From an optimization exercise on the open Yosys and OpenROAD flow, aimed at small area, a short achievable clock period and few clock cycles; shortcuts taken in it are not production practice.
Function was checked by simulation only, so behaviour that the tests miss may differ from the original.
No activity file was given, so power comes from the tool's default toggle rates.

==> flow/design.v (excerpt) <==
module cobra_stream_core #(
  parameter int XLEN  = 32,
  parameter int NREGS = 32,
  parameter int SW_W  = 16,
  parameter int PC_W  = 10
) (
  input  logic            clk_i,
  input  logic            rst_ni,
  output logic [PC_W-1:0] pc_o,
  input  logic [31:0]     instr_i,
  input  logic [SW_W-1:0] sw_i,
  input  logic            sw_valid_i,
  output logic            sw_ready_o,
  output logic [XLEN-1:0] out_o,
  output logic            out_valid_o,
  input  logic            out_ready_i,
  output logic            halted_o
);
For scale: ~6600 cells after synthesis, about 1300 flip-flops, ~97 I/O pins, about 74000 um2 of cells after synthesis.
==> flow/config.mk <==
export PLATFORM = sky130hd
export DESIGN_NAME = cobra_stream_core
export DESIGN_NICKNAME = cobra_stream_core
export VERILOG_FILES = /design/flow/design.v
export SDC_FILE = /design/flow/constraint.sdc
export NUM_CORES = 4
export LEC_CHECK = 0
export CAP_MARGIN = 20
export CORE_MARGIN = 2
export CORE_UTILIZATION = 45
export CTS_BUF_LIST = sky130_fd_sc_hd__clkbuf_16
export CTS_CLUSTER_DIAMETER = 60
export CTS_CLUSTER_SIZE = 22
export PLACE_DENSITY = 0.55
export SLEW_MARGIN = 20
==> flow/constraint.sdc <==
create_clock -name core_clock -period 15.0 [get_ports {clk_i}]
set_input_delay 3.0000 -clock core_clock [delete_from_list [all_inputs] [get_ports {clk_i}]]
set_output_delay 3.0000 -clock core_clock [all_outputs]
set_load 0.01 [all_outputs]
standard.sh (not shown) runs the stock make flow with config.mk's settings and CLKGATE_MAP_FILE= SYNTH_SCRIPT=/design/flow/synth_recipe.tcl, a recipe that flattens the netlist after the stock synthesis.
==> flow/flow/run.sh <==
#!/bin/bash
# The standard layout (the standard.sh, unchanged synthesis, floorplan, power grid,
# placement, CTS and routing) with one change: timing repair aims for a setup slack of
# SETUP_SLACK_MARGIN ns instead of 0, so it keeps improving paths below the clock period.
# The SDC and the clock period are the standard flow's, untouched.
set -o pipefail
cd "$(dirname "$0")/.."
MARGIN=$(cat flow/margin.txt)
bash standard.sh SETUP_SLACK_MARGIN="$MARGIN" finish > flow_make.log 2>&1
==> flow/flow/margin.txt <==
10.4
The first run passed the timing, DRC and antenna checks.
Testbench counts at the start, summed over its fixed seeds: cycles 283,099.
Next try:
--- a/flow/design.v
+++ b/flow/design.v
@@ -1381,41 +1381,41 @@
         e_br   <= ~mispred && op == OP_BR;
         e_halt <= ~mispred && op == OP_HALT;
         e_mul  <= ~mispred && op == OP_ALU && fn == 4'd10;
         e_wen  <= ~mispred && (op == OP_LI || op == OP_ALU || op == OP_IN) && wa != '0;
         e_pred <= ~mispred && pred;
         pc_q   <= mispred ? e_alt : pred ? pc_tgt : pc_seq;
       end
     end
   end
   always_ff @(posedge clk_i) begin
     if (adv) begin
       e_wa    <= wa;
+      e_sub   <= op == OP_BR || fn == 4'd1 || fn == 4'd8 || fn == 4'd9;
       e_isub  <= op == OP_ALU && fn == 4'd1;
       e_add   <= op == OP_ALU && (fn == 4'd0 || fn == 4'd1);
       e_and   <= op == OP_ALU && fn == 4'd2;
       e_or    <= op == OP_ALU && fn == 4'd3;
       e_xor   <= op == OP_ALU && fn == 4'd4;
       e_sh    <= op == OP_ALU && (fn == 4'd5 || fn == 4'd6 || fn == 4'd7);
+      e_left  <= fn == 4'd5;
+      e_arith <= fn == 4'd7;
       e_slt   <= op == OP_ALU && fn == 4'd8;
       e_sltu  <= op == OP_ALU && fn == 4'd9;
+      e_cond  <= cond;
+      e_imm   <= instr_i[22:0];
+      e_alt   <= pred ? pc_seq : pc_tgt;
       opa     <= rd1;
+      opb     <= rd2;
     end
-    e_sub   <= op == OP_BR || fn == 4'd1 || fn == 4'd8 || fn == 4'd9;
-    e_left  <= fn == 4'd5;
-    e_arith <= fn == 4'd7;
-    e_cond  <= cond;
-    e_imm   <= instr_i[22:0];
-    e_alt   <= pred ? pc_seq : pc_tgt;
-    opb     <= rd2;
     m_r0 <= mt_r0;
     m_r1 <= mt_r1;
     m_r2 <= mt_r2;
     m_top <= mt_top;
     if (we) rf[e_wa] <= wdata;
   end
   always_ff @(posedge clk_i or negedge rst_ni) begin
     if (!rst_ni) begin
       out_q     <= '0;
       out_vld_q <= 1'b0;
     end else if (adv && e_out) begin
       out_q     <= opa;
The changed run went through all stages and came out clean.
Wire length hardly moves.
Synthesized area rises by 0.87%.
Global-route usage falls by 1.3 points.
Utilization rises by 0.52 points.
Design area rises by 2.1%.
Clock power hardly moves.
Die area rises by 0.86%.
Worst setup slack loses 90 ps.
Testbench counts after the change, summed over its fixed seeds: cycles 283,099.

* * *

Setup of branch harbor:
Starting RTL as in the previous note.
clock: 15.0 ns
lec_check: 0
cap_margin: 20
core_margin: 2
core_utilization: 35
cts_buf_list: sky130_fd_sc_hd__clkbuf_16
cts_cluster_diameter: 60
cts_cluster_size: 22
place_density: 0.45
slew_margin: 20
Scripts as last shown in full above: flow/flow/run.sh, flow/flow/margin.txt
Testbench counts of branch harbor, summed over its fixed seeds: cycles 283,099.
Inputs modified between branch harbor and branch maple:
--- a/flow/design.v
+++ b/flow/design.v
@@ -1305,15 +1305,15 @@
     if (e_li)   res = res | XLEN'($signed(e_imm));
   end
   assign wdata = e_in ? XLEN'(sw_i) : res;
   assign adv = ~halted_q & ~e_halt
              & ~(e_in & ~sw_valid_i)
              & ~(e_out & out_vld_q & ~out_ready_i)
              & ~(e_mul & ~m_busy);
-  assign we  = e_wen & (~e_mul | m_busy);
+  assign we  = e_wen & (~e_in | sw_valid_i) & (~e_mul | m_busy);
   assign pc_o = pc_q;
   logic [3:0]        op;
   logic [RA_W-1:0]   wa, ra1, ra2;
   logic [3:0]        fn;
   logic [2:0]        cond;
   logic [XLEN-1:0]   rd1, rd2;
   logic              pred, early;
@@ -1386,31 +1386,31 @@
         pc_q   <= mispred ? e_alt : pred ? pc_tgt : pc_seq;
       end
     end
   end
   always_ff @(posedge clk_i) begin
     if (adv) begin
       e_wa    <= wa;
+      e_sub   <= op == OP_BR || fn == 4'd1 || fn == 4'd8 || fn == 4'd9;
       e_isub  <= op == OP_ALU && fn == 4'd1;
       e_add   <= op == OP_ALU && (fn == 4'd0 || fn == 4'd1);
       e_and   <= op == OP_ALU && fn == 4'd2;
       e_or    <= op == OP_ALU && fn == 4'd3;
       e_xor   <= op == OP_ALU && fn == 4'd4;
       e_sh    <= op == OP_ALU && (fn == 4'd5 || fn == 4'd6 || fn == 4'd7);
+      e_left  <= fn == 4'd5;
+      e_arith <= fn == 4'd7;
       e_slt   <= op == OP_ALU && fn == 4'd8;
       e_sltu  <= op == OP_ALU && fn == 4'd9;
+      e_cond  <= cond;
+      e_imm   <= instr_i[22:0];
+      e_alt   <= pred ? pc_seq : pc_tgt;
       opa     <= rd1;
+      opb     <= rd2;
     end
-    e_sub   <= op == OP_BR || fn == 4'd1 || fn == 4'd8 || fn == 4'd9;
-    e_left  <= fn == 4'd5;
-    e_arith <= fn == 4'd7;
-    e_cond  <= cond;
-    e_imm   <= instr_i[22:0];
-    e_alt   <= pred ? pc_seq : pc_tgt;
-    opb     <= rd2;
     m_r0 <= mt_r0;
     m_r1 <= mt_r1;
     m_r2 <= mt_r2;
     m_top <= mt_top;
     if (we) rf[e_wa] <= wdata;
   end
   always_ff @(posedge clk_i or negedge rst_ni) begin
==> comparison <==
- Diff branch harbor..branch maple | post-synthesis register bit count | unchanged
- Hold slack deteriorates in branch maple relative to branch harbor.
- Timing, DRC, antenna: 0 failures across branch harbor and branch maple
- On design area, branch harbor beats branch maple.
- Diff branch harbor and branch maple: net count of the mapped netlist lower in branch harbor
- ~same fraction of met3 tracks used by global routing in branch harbor and branch maple
- Against branch harbor, branch maple reports a combinational logic power that is lower.
- Number of buffers outside the clock class in the layout (lower): branch harbor
- Compared with branch harbor, branch maple shows a multi-input gate share of the layout cell area that is 1.1 points lower.
- [branch maple] chip height rose 0.51% relative to branch harbor
Testbench counts of branch maple, summed over its fixed seeds: cycles 283,099.

## separate check: timing with driven ports
How much do the figures lean on ideal ports? The routed layouts below were timed once more, with nothing changed but the port constraints. Step 1, drivers: a clkbuf_16 drives clk_i and a buf_2 each remaining input, both assumed. Step 2 moves the port delays by t, midway between the first and last clock arrival at a register: inputs arrive t later, outputs are due t later. That takes back most of the time a late clock gives input paths. a / b / c = no drivers / after step 1 / after step 2; a / b = the first two.
run | t, ns | setup slack, ns | hold slack, ns | worst setup path at the end | cell pins on the clock port's net
the first run of note 1 | 0.883 | 10.289 / 10.342 / 9.479 | 0.473 / 0.473 / 0.473 | input to register | 1
the second run of note 1 | 0.853 | 10.200 / 10.204 / 9.350 | 0.468 / 0.468 / 0.468 | input to register | 1
branch harbor | 0.877 | 10.251 / 10.310 / 9.433 | 0.475 / 0.475 / 0.475 | input to register | 1
branch maple | 0.900 | 10.325 / 10.357 / 9.458 | 0.429 / 0.429 / 0.429 | input to register | 1
After both steps setup and hold are still met in every run listed. For branch maple, which loses most, drivers alone change the setup slack by +0.032 ns; drivers and shift together by -0.867 ns.
